What follows belongs to an exercise in optimizing a design on an open flow for a short achievable clock period and few clock cycles; a production flow would make more cautious choices.
Function was checked by simulation only, so behaviour that the tests miss may differ from the original.
Power and IR drop assume default switching activity.

File: flow/run.sh
#!/bin/bash
# synth_recipe.tcl (not shown) runs the flow's synth.tcl, then flattens the netlist and writes it again
# the make line also repeats each setting of config.mk as NAME=value (left out here)
make -C /OpenROAD-flow-scripts/flow DESIGN_CONFIG=/design/flow/config.mk WORK_HOME=/design/flow/orfs CLKGATE_MAP_FILE= SYNTH_SCRIPT=/design/flow/synth_recipe.tcl finish
File: flow/config.mk
export PLATFORM = sky130hd
export DESIGN_NAME = cpu_top
export DESIGN_NICKNAME = cpu_top
export VERILOG_FILES = /design/flow/design.v
export SDC_FILE = /design/flow/constraint.sdc
export NUM_CORES = 4
export LEC_CHECK = 0
export CAP_MARGIN = 20
export CORE_MARGIN = 2
export CORE_UTILIZATION = 45
export GPL_TIMING_DRIVEN = 1
export SETUP_SLACK_MARGIN = 4
export SLEW_MARGIN = 20
export TNS_END_PERCENT = 10
File: flow/constraint.sdc
create_clock -name core_clock -period 8.0 [get_ports {i_clk}]
set_input_delay 1.6000 -clock core_clock [delete_from_list [all_inputs] [get_ports {i_clk}]]
set_output_delay 1.6000 -clock core_clock [all_outputs]
set_load 0.01 [all_outputs]
File: flow/design.v
`default_nettype none
package cpu_pkg;
	localparam int data_w = 8;
	localparam logic [data_w-1:0] op_halt = 8'h00;
	localparam logic [data_w-1:0] op_noop = 8'h01;
	localparam logic [data_w-1:0] op_jump = 8'h03;
	localparam logic [data_w-1:0] op_math = 8'h04;
	localparam logic [data_w-1:0] op_ldfi = 8'h06;
	localparam logic [data_w-1:0] op_cpfr = 8'h08;
	localparam logic [data_w-1:0] op_stom = 8'h09;
	localparam logic [data_w-1:0] op_jinz = 8'h0a;
	localparam logic [data_w-1:0] sel_rax = 8'd9;
endpackage
`default_nettype wire
`timescale 1ns/10ps
`default_nettype none
module cpu_alu (
	input wire [7:0] i_a,
	input wire [7:0] i_b,
	input wire [2:0] i_op,
	output logic [7:0] o_result,
	output logic o_zero
);
	always_comb begin
		case (i_op)
			3'd0: o_result = i_a + i_b;
			3'd1: o_result = i_a - i_b;
			3'd2: o_result = i_a & i_b;
			3'd3: o_result = i_a | i_b;
			3'd4: o_result = i_a ^ i_b;
			default: o_result = '0;
		endcase
	end
	assign o_zero = (o_result == '0);
endmodule
`default_nettype wire
`timescale 1ns/10ps
`default_nettype none
module cpu_top (
	input wire i_clk,
	input wire i_reset,
	input wire i_load_addr,
	input wire i_load_data,
	input wire i_execute,
	input wire [7:0] i_data_in,
	output logic [7:0] o_data_out,
	output logic o_waiting
);
	typedef enum logic [2:0] {
		md_wait,       
		md_run,        
		md_hold,       
		md_addr,       
		md_gap,        
		md_data        
	} mode_t;
	mode_t m_mode;
	logic m_first;                
	logic m_rel;                  
	logic [255:0] m_bit [14];
	logic [7:0] a_op, a_b1, a_b2;
	logic [7:0] b_op, b_b1, b_b2;
	logic [5:0] a_cls, b_cls;     
	logic b_valid;                
	logic [7:0] rip_b, rip_b1, rip_b2, rip_b3;    
	logic [7:0] m_gpr [4];
	logic [7:0] m_rax;
	logic m_zf;
	logic [7:0] m_idle_addr;      
	logic [7:0] m_pdata;          
	logic m_pwrite;
	logic [7:0] m_dout;
	function automatic logic [255:0] onehot(input logic [7:0] x);
		for (int i = 0; i < 256; i++)
			onehot[i] = (x == 8'(i));
	endfunction
	function automatic logic [5:0] cls_of(input logic [7:0] op);
		cls_of[0] = (op == cpu_pkg::op_jump) | (op == cpu_pkg::op_math) | (op == cpu_pkg::op_jinz);
		cls_of[1] = (op == cpu_pkg::op_ldfi) | (op == cpu_pkg::op_cpfr) | (op == cpu_pkg::op_stom);
		cls_of[2] = (op == cpu_pkg::op_jump);
		cls_of[3] = (op == cpu_pkg::op_jinz);
		cls_of[4] = (op == cpu_pkg::op_stom);
		cls_of[5] = (op == cpu_pkg::op_noop);
	endfunction
	logic a_noop, a_jump, a_math, a_ldfi, a_cpfr, a_stom, a_jinz, a_halt;
	logic b_noop, b_jump, b_math, b_ldfi, b_cpfr, b_stom, b_jinz, b_halt;
	assign a_noop = a_cls[5];
	assign a_jump = a_cls[2];
	assign a_jinz = a_cls[3];
	assign a_math = a_cls[0] & !a_cls[2] & !a_cls[3];
	assign a_stom = a_cls[4];
	assign a_ldfi = a_cls[1] & !a_cls[4] & !a_op[3];
	assign a_cpfr = a_cls[1] & !a_cls[4] & a_op[3];
	assign a_halt = !(a_cls[0] | a_cls[1] | a_cls[5]);
	assign b_noop = b_cls[5];
	assign b_jump = b_cls[2];
	assign b_jinz = b_cls[3];
	assign b_math = b_cls[0] & !b_cls[2] & !b_cls[3];
	assign b_stom = b_cls[4];
	assign b_ldfi = b_cls[1] & !b_cls[4] & !b_op[3];
	assign b_cpfr = b_cls[1] & !b_cls[4] & b_op[3];
	assign b_halt = !(b_cls[0] | b_cls[1] | b_cls[5]);
	logic a_taken, b_taken;
	assign a_taken = a_jump | (a_jinz & !m_zf);
	assign b_taken = b_jump | (b_jinz & !m_zf);
	logic [7:0] da_rb, da_b1, db_rb;
	assign da_rb = a_b2 - rip_b;
	assign da_b1 = a_b2 - b_b1;
	assign db_rb = b_b2 - rip_b;
	logic st_hit_b;
	logic pair;
	assign st_hit_b = a_stom & ((a_b2 == rip_b) | (a_b2 == rip_b1) | (a_b2 == rip_b2));
	assign pair = 1'b0;
	logic idle;
	assign idle = !((m_mode == md_run) | ((m_mode == md_wait) & !m_first)) | a_halt;
	logic go, exec_a, exec_b, ending;
	assign go = !i_reset & ((m_mode == md_run) | ((m_mode == md_wait) & !m_first & i_execute));
	assign exec_a = go & !a_halt;
	assign exec_b = exec_a & pair & !b_halt;
	assign ending = a_halt | (pair & b_halt);
	logic [7:0] a_sdata, a_cdata, a_val, a_alu;
	logic a_zero;
	assign a_sdata = a_b1[3] ? m_rax : m_gpr[a_b1[1:0]];
	assign a_cdata = a_b2[3] ? m_rax : m_gpr[a_b2[1:0]];
	assign a_val = a_ldfi ? a_b2 : a_cdata;
	cpu_alu u_alu_a (
		.i_a(m_gpr[0]),
		.i_b(m_gpr[1]),
		.i_op(a_b1[2:0]),
		.o_result(a_alu),
		.o_zero(a_zero)
	);
	logic [7:0] x_gpr [4];
	logic [7:0] x_rax;
	always_comb begin
		for (int i = 0; i < 4; i++)
			x_gpr[i] = ((a_ldfi | a_cpfr) & (a_b1[1:0] == 2'(i))) ? a_val : m_gpr[i];
		x_rax = a_math ? a_alu : m_rax;
	end
	logic [7:0] b_sdata, b_cdata, b_val, b_alu;
	logic b_zero;
	assign b_sdata = b_b1[3] ? x_rax : x_gpr[b_b1[1:0]];
	assign b_cdata = b_b2[3] ? x_rax : x_gpr[b_b2[1:0]];
	assign b_val = b_ldfi ? b_b2 : b_cdata;
	cpu_alu u_alu_b (
		.i_a(x_gpr[0]),
		.i_b(x_gpr[1]),
		.i_op(b_b1[2:0]),
		.o_result(b_alu),
		.o_zero(b_zero)
	);
	always_ff @(posedge i_clk) begin
		for (int i = 0; i < 4; i++) begin
			if (exec_b & (b_ldfi | b_cpfr) & (b_b1[1:0] == 2'(i)))
				m_gpr[i] <= b_val;
			else if (exec_a & (a_ldfi | a_cpfr) & (a_b1[1:0] == 2'(i)))
				m_gpr[i] <= a_val;
		end
		if (exec_b & b_math)
			m_rax <= b_alu;
		else if (exec_a & a_math)
			m_rax <= a_alu;
	end
	always_ff @(posedge i_clk) begin
		if (i_reset)
			m_zf <= 1'b0;
		else if (exec_b & b_math)
			m_zf <= b_zero;
		else if (exec_a & a_math)
			m_zf <= a_zero;
	end
	logic w_b;
	logic w_en;
	logic [7:0] w_addr;
	logic [13:0] w_data;
	logic [255:0] w_sel;
	assign w_b = pair & b_stom;
	assign w_en = m_pwrite | (exec_a & a_stom) | (exec_b & b_stom);
	assign w_addr = m_pwrite ? m_idle_addr : w_b ? b_b2 : a_b2;
	assign w_data = m_pwrite ? {cls_of(m_pdata), m_pdata} :
		w_b ? {cls_of(b_sdata), b_sdata} : {cls_of(a_sdata), a_sdata};
	assign w_sel = onehot(w_addr);
	always_ff @(posedge i_clk) begin
		for (int a = 0; a < 256; a++) begin
			for (int b = 0; b < 14; b++) begin
				if (w_en & w_sel[a])
					m_bit[b][a] <= w_data[b];
			end
		end
	end
	logic [1:0] b_len;           
	assign b_len = b_cls[1:0];
	logic [7:0] npc;
	always_comb begin
		if (idle)
			npc = m_idle_addr;
		else if (!pair)
			npc = a_taken ? a_b1 : rip_b;
		else if (b_taken)
			npc = b_b1;
		else
			npc = b_len[1] ? rip_b3 : b_len[0] ? rip_b2 : rip_b1;
	end
	logic [8:0] hit_a, hit_b;
	always_comb begin
		for (int j = 0; j < 9; j++) begin
			hit_a[j] = !idle & a_stom & (
				(!pair & (da_rb == 8'(j))) |
				(pair & b_taken & (da_b1 == 8'(j))) |
				(pair & !b_taken & !b_len[1] & !b_len[0] & (da_rb == 8'(j + 1))) |
				(pair & !b_taken & b_len[0] & (da_rb == 8'(j + 2))) |
				(pair & !b_taken & b_len[1] & (da_rb == 8'(j + 3))));
			hit_b[j] = !idle & pair & b_stom & (
				(!b_len[1] & !b_len[0] & (db_rb == 8'(j + 1))) |
				(b_len[0] & (db_rb == 8'(j + 2))) |
				(b_len[1] & (db_rb == 8'(j + 3))));
		end
	end
	logic [1:0] sh;
	logic [63:0] base_oh;
	logic [63:0] row0 [4];
	logic [63:0] row1 [4];
	assign sh = npc[1:0];
	always_comb begin
		for (int r = 0; r < 64; r++)
			base_oh[r] = (npc[7:2] == 6'(r));
		for (int m = 0; m < 4; m++) begin
			row0[m] = (sh > 2'(m)) ? {base_oh[62:0], base_oh[63]} : base_oh;
			row1[m] = {row0[m][62:0], row0[m][63]};
		end
	end
	logic [13:0] e0 [4];
	logic [7:0] e1 [4];
	always_comb begin
		for (int m = 0; m < 4; m++) begin
			for (int b = 0; b < 14; b++) begin
				e0[m][b] = 1'b0;
				for (int r = 0; r < 64; r++)
					e0[m][b] = e0[m][b] | (row0[m][r] & m_bit[b][4 * r + m]);
			end
			for (int b = 0; b < 8; b++) begin
				e1[m][b] = 1'b0;
				for (int r = 0; r < 64; r++)
					e1[m][b] = e1[m][b] | (row1[m][r] & m_bit[b][4 * r + m]);
			end
		end
	end
	logic [7:0] w [6];
	logic [5:0] wc [4];
	always_comb begin
		for (int j = 0; j < 6; j++) begin
			w[j] = '0;
			for (int m = 0; m < 4; m++) begin
				if (2'(sh + 2'(j)) == 2'(m))
					w[j] = (j < 4) ? e0[m][7:0] : e1[m];
			end
		end
		for (int j = 0; j < 4; j++) begin
			wc[j] = '0;
			for (int m = 0; m < 4; m++) begin
				if (2'(sh + 2'(j)) == 2'(m))
					wc[j] = e0[m][13:8];
			end
		end
	end
	logic [7:0] c_rd [3];
	logic [7:0] d_rd [3];
	logic [5:0] c_cls_rd, d_cls_rd;
	always_comb begin
		for (int k = 0; k < 3; k++)
			c_rd[k] = w[k];
		c_cls_rd = wc[0];
		if (wc[0][1]) begin
			for (int k = 0; k < 3; k++)
				d_rd[k] = w[3 + k];
			d_cls_rd = wc[3];
		end else if (wc[0][0]) begin
			for (int k = 0; k < 3; k++)
				d_rd[k] = w[2 + k];
			d_cls_rd = wc[2];
		end else begin
			for (int k = 0; k < 3; k++)
				d_rd[k] = w[1 + k];
			d_cls_rd = wc[1];
		end
	end
	logic [7:0] c_w [3];
	logic [5:0] c_cls;
	logic [1:0] c_len;
	logic d_ok;
	always_comb begin
		for (int k = 0; k < 3; k++) begin
			if (hit_b[k])
				c_w[k] = b_sdata;
			else if (hit_a[k])
				c_w[k] = a_sdata;
			else
				c_w[k] = c_rd[k];
		end
		if (hit_b[0])
			c_cls = cls_of(b_sdata);
		else if (hit_a[0])
			c_cls = cls_of(a_sdata);
		else
			c_cls = c_cls_rd;
		d_ok = !(|hit_a[5:0]) & !(|hit_b[5:0]);
		c_len = c_cls[1:0];
	end
	logic hold_ir;
	assign hold_ir = (m_mode == md_wait) & !m_first & !i_execute;
	always_ff @(posedge i_clk) begin
		if (!hold_ir) begin
			a_op <= c_w[0];
			a_cls <= c_cls;
			a_b1 <= c_w[1];
			a_b2 <= c_w[2];
			b_op <= d_rd[0];
			b_cls <= d_cls_rd;
			b_b1 <= d_rd[1];
			b_b2 <= d_rd[2];
			b_valid <= d_ok;
			if (c_len[1]) begin
				rip_b <= npc + 8'd3;
				rip_b1 <= npc + 8'd4;
				rip_b2 <= npc + 8'd5;
				rip_b3 <= npc + 8'd6;
			end else if (c_len[0]) begin
				rip_b <= npc + 8'd2;
				rip_b1 <= npc + 8'd3;
				rip_b2 <= npc + 8'd4;
				rip_b3 <= npc + 8'd5;
			end else begin
				rip_b <= npc + 8'd1;
				rip_b1 <= npc + 8'd2;
				rip_b2 <= npc + 8'd3;
				rip_b3 <= npc + 8'd4;
			end
		end
	end
	always_ff @(posedge i_clk) begin
		if (i_reset) begin
			m_mode <= md_wait;
			m_pwrite <= 1'b0;
			m_rel <= 1'b0;
			m_first <= 1'b1;
		end else begin
			m_pwrite <= 1'b0;
			m_first <= ((m_mode == md_run) & !a_halt) | (m_mode == md_data);
			case (m_mode)
				md_wait: begin
					if (i_load_addr) begin
						m_mode <= md_addr;
					end else if (i_execute & !m_first) begin
						m_mode <= ending ? md_hold : md_run;
					end
					m_rel <= 1'b0;
				end
				md_run: begin
					if (ending)
						m_mode <= (m_rel | !i_execute) ? md_wait : md_hold;
					m_rel <= m_rel | !i_execute;
				end
				md_hold: if (!i_execute) m_mode <= md_wait;
				md_addr: if (!i_load_addr) m_mode <= md_gap;
				md_gap: if (i_load_data) begin
					m_mode <= md_data;
					m_pwrite <= 1'b1;
				end
				md_data: if (!i_load_data) m_mode <= md_wait;
				default: m_mode <= md_wait;
			endcase
		end
	end
	always_ff @(posedge i_clk) begin
		if (i_reset | ((m_mode == md_data) & !i_load_data))
			m_idle_addr <= 8'd0;
		else if (m_mode == md_wait && i_load_addr)
			m_idle_addr <= i_data_in;
		if (m_mode == md_gap && i_load_data)
			m_pdata <= i_data_in;
	end
	always_ff @(posedge i_clk) begin
		if (m_mode == md_gap && i_load_data)
			m_dout <= i_data_in;
		else if ((m_mode == md_addr) | (m_mode == md_gap))
			m_dout <= c_rd[0];
	end
	assign o_data_out = m_dout;
	assign o_waiting = (m_mode == md_wait) | ((m_mode == md_run) & a_halt & m_rel);
endmodule
`default_nettype wire
==> results by group <==
Outcome
  – Outcome: timing/DRC/antenna clean

Yosys
  – #FFs+latches synth: approximately 3700
  – Post-synth ARST share: 0%
  – Synthesized area per cell: 17.0 um2
  – Post-synth EDFFs: around 3700
  – Cells taking the most area after synthesis: edfxtp_1 79%, a22oi_1 4.4%, a22o_1 1.8%
  – Mapped cell area: 0.140 mm2
  – Distinct cells, synth: between 90 and 100
  – Yosys warnings: 26
  – Largest area contributor in the netlist: edfxtp_1
  – Synth Flop Type: edfxtp_1
  – Post-Synthesis Cells: between 8000 and 9000
  – Sequential share of the synthesized area: 78.7%
  – Syn_nets: around 8300
  – Yosys top cell area share: 78.5%

Pwr
  – P_int: 46.0 mW
  – Pwr per Cell Area: just under 500 mW/mm2
  – Clk network pwr share: 21.3%
  – Combinational power share: approximately 50%
  – Net Sw Power: roughly 37 mW
  – Flop pwr share: between 20% and 30%
  – Sw Ratio: between 40% and 50%
  – Worst VDD drop: roughly 0.00033 V
  – LEAKAGE: ~56 nW

Worst setup path
  – Register-to-register setup slack: between 2 and 2.5 ns
  – Crit end category: register
  – R2R Path End: m_dout[0]
  – Crit. Startpoint: a_cls[0]
  – Crit Path Max Fanout: 40
  – R2R cell count: 18
  – Kind of critical path: reg2reg
  – Arrival time worst endpoint: 6.67 ns
  – Req. time, crit path: slightly below 9 ns
  – Reg2Reg Launch Point: a_cls[0]
  – Crit path launch type: register

Final layout
  – Nets: roughly 9300
  – FF/Latch Area: 0.111 mm2
  – Multi-input gate area: 0.0317 mm2
  – P&R area growth vs syn: 21.4%
  – Fin cells: 13700
  – Fill cell count: between 20000 and 25000
  – Final core occ: approximately 55%
  – Layout cells sized above 1: 24.2%

Floorplan
  – Core area: between 0.3 and 0.4 mm2
  – # rows: between 200 and 250
  – Die width: about 560 um
  – Die Ht: 563 um
  – Initial Utilization: 45.1%
  – Io pins: 22
  – Die Footprint: 0.317 mm2

STA
  – Worst relative slew slack: around 17%
  – Fin Clk Skew: about 0.073 ns
  – Final setup violation count: 0
  – Fin. max-slew vios: 0
  – Worst slew pin tran: between 1 and 1.5 ns
  – Final setup TNS: 0 ns
  – Final hold violation count: 0
  – Fmax: approximately 0.17 GHz
  – Crit share post-route: ~75%
  – Tmin final: 5.99 ns
  – RSZ-0062 raised after global routing: true

Drt
  – DRC Markers: 0
  – Routed WL per cell: between 40 and 50 um
  – DRT Pass-1 Iters: 9
  – Iteration-0 DRC Markers: between 20000 and 25000
  – Via-per-instance ratio: ~7.2
  – DR vias: around 100000
  – DRT Wirelength: around 620000 um
  – Routed Antenna Nets: 0

Worst hold path
  – HP Class: reg2reg
  – Hold endpoint: m_rel
  – Worst Hold Launch: m_rel
  – Worst hold path stage count: 2

Placement
  – Dpl hpwl: 371000 um
  – Placed Instances: about 13000
  – Gpl congestion: 0.976
  – Port bufs: 21

CTS
  – H-tree levels: 5
  – Maximum clock path buffer count: 4
  – Cts bufs inserted: 369
  – Clock-pin slew on the worst setup and hold paths: 0.07 ns
  – Root Buffer: clkbuf_16
  – CTS Hold Bufs: 0
  – Clock sink count: ~3700
  – Clock latency (worst-skew pair): 1.00 ns
  – CTS tree: done

Job
  – Max cap viols: 0

GRT
  – First-pass GRT wire length: roughly 800000 um
  – Vias in the first global route: between 90000 and 100k
  – Total GRT Usage: a little under two fifths
  – Global route total overflow: 0
  – Antenna violations before repair: 40
  – Pin count of the biggest net entering global routing: 180
-- cells in the final DEF, fill, tap and decap left out, types with 63 or more instances in the layout --
master,instances
nor2_2,95
buf_6,100
clkbuf_1,69
nor2_4,100
clkinv_1,77
a22o_1,285
a222oi_1,132
clkbuf_16,375
buf_4,876
edfxtp_1,3671
a21oi_1,209
nand2_1,258
buf_12,81
nand4_1,147
a221oi_1,103
a221o_1,157
clkinv_2,65
inv_1,63
o21ai_0,93
nand3_1,204
a22oi_1,803
nor2_1,273
-- synth_stat cells, types with 46 or more instances --
| library cell | number |
|---|---|
| clkbuf_1 | 323 |
| o2111ai_1 | 46 |
| a221oi_1 | 139 |
| a31oi_1 | 48 |
| nor4_1 | 75 |
| a211oi_1 | 61 |
| o22ai_1 | 53 |
| nor2_1 | 463 |
| a21oi_1 | 240 |
| a221o_1 | 157 |
| a22o_1 | 285 |
| nand3_1 | 208 |
| inv_1 | 69 |
| o21ai_0 | 123 |
| a222oi_1 | 132 |
| a22oi_1 | 824 |
| edfxtp_1 | 3671 |
| buf_1 | 93 |
| nor3_1 | 66 |
| nand4_1 | 147 |
| buf_2 | 95 |
| a32oi_1 | 46 |
| nand2_1 | 292 |
-- how the worst max path moves through the flow --
stage                   end  slack, ns  cells after the start
2_1_floorplan  m_bit[11][0]       2.90                      8
3_3_place_gp        a_b1[0]       0.66                     21
3_5_place_dp        a_b1[0]       0.60                     20
4_1_cts             a_b1[0]       2.50                     19
5_1_grt             a_b1[0]       2.26                     22
6_report          m_dout[0]       2.01                     18
-- routing by layer --
metal  up-vias  track usage (%)  part of all wire [%]
met5         -            0.331                 0.052
met4        26             22.3                   7.4
met3      2037             14.5                    17
met2     10100             53.8                    41
met1     50100             50.8                    34
li1      36700                -                     -
-- critical path, stage by stage (launching register included) --
cell,delay (ns)
edfxtp_1,0.41
or3_4,0.48
buf_4,0.18
a31oi_4,0.28
a31o_4,0.24
buf_12,0.17
nor2_4,0.10
buf_6,0.28
a222oi_1,0.91
o22a_1,0.27
nand4_1,0.13
nor4_2,0.26
nand4_1,0.74
buf_4,0.43
buf_6,0.13
a221oi_4,0.28
a21oi_2,0.07
a21oi_2,0.24
o21ai_1,0.08
-- through the flow --
stage	setup WS [ns]	cell area, um2	total power, mW	hold slack (ns)
3_3_place_gp	0.657	151000	55.3	0.507
3_5_place_dp	0.600	151000	55.5	0.512
2_1_floorplan	2.90	141000	37.9	0.471
4_1_cts	2.50	168000	78.8	0.526
6_report	2.01	170000	83.3	0.529
5_1_grt	2.26	170000	83.3	0.569
-- state kept, by name, indices dropped and copies added (netlist names), 8 cells and up --
register and count:
m_bit 3584, m_gpr 32, a_b1 8, a_b2 8, m_dout 8, m_idle_addr 8
m_pdata 8, m_rax 8, rip_b 8
-- logic make-up (layout without fill, tap and decap cells) --
kind of cell             Yosys count  count (layout)  synth area share (%)
buffers and inverters            594            1862                  1.72
other                              0              23                     0
AND/OR/NAND/NOR                 1428            1432                  4.91
adder cells (fa/ha/maj)           39              39                 0.358
AO/OA/AOI/OAI                   2416            2422                  13.4
XOR/XNOR                          25              25                 0.156
flip-flops                      3686            3686                  78.7
multiplexers                      73              74                 0.704
-- power by group through the flow --
stage	Clock [mW]	Sequential [mW]	Combinational, mW
after floorplan	0	24.3	13.6
after global placement	0	24.3	31.1
after detailed placement	0	24.3	31.2
after CTS	17.7	23.8	37.4
after global routing	18.4	23.8	41.1
final	17.7	23.8	41.8
-- cell type report --
class	count	area share, %
Antenna cell	23	0.0338
Clock buffer	441	5.61
Clock inverter	232	1.54
Inverter	71	0.174
Multi-Input combinational cell	3992	18.6
Sequential cell	3686	64.9
Tap cell	4140	3.04
Timing Repair Buffer	1118	6.13
-- timing repair --
action | in CTS | in global routing
setup endpoints to repair | 1644 | 3411
buffers inserted | 291 | 113
cloned | 24 | 6
gates resized for setup | 485 | 198
pin swaps | 175 | 102
endpoints found under the hold margin | 0 | 0
Testbench counts, summed over its fixed seeds: cycles 15,134.

## what the ideal ports hide
The flow's constraints put no driver on any port. The routed layout listed below was extracted and timed again, unchanged, in two steps. Step 1 (the two cells are an assumption about what drives the block):
set clk [get_ports {i_clk}]
set_driving_cell -lib_cell sky130_fd_sc_hd__clkbuf_16 $clk
set_driving_cell -lib_cell sky130_fd_sc_hd__buf_2 [delete_from_list [all_inputs] $clk]
Step 2 moves the port delays by t, midway between the first and last clock arrival at a register: inputs arrive t later, outputs are due t later. That takes back most of the time a late clock gives input paths. a / b / c = no drivers / after step 1 / after step 2; a / b = the first two.
t, ns: 1.074
slack for setup (ns): 2.008 / 2.008 / 2.008
worst setup path after step 2: register to register
After both steps setup and hold are still met in this run. For this run, drivers alone change the setup slack by 0.000 ns; drivers and shift together by 0.000 ns.
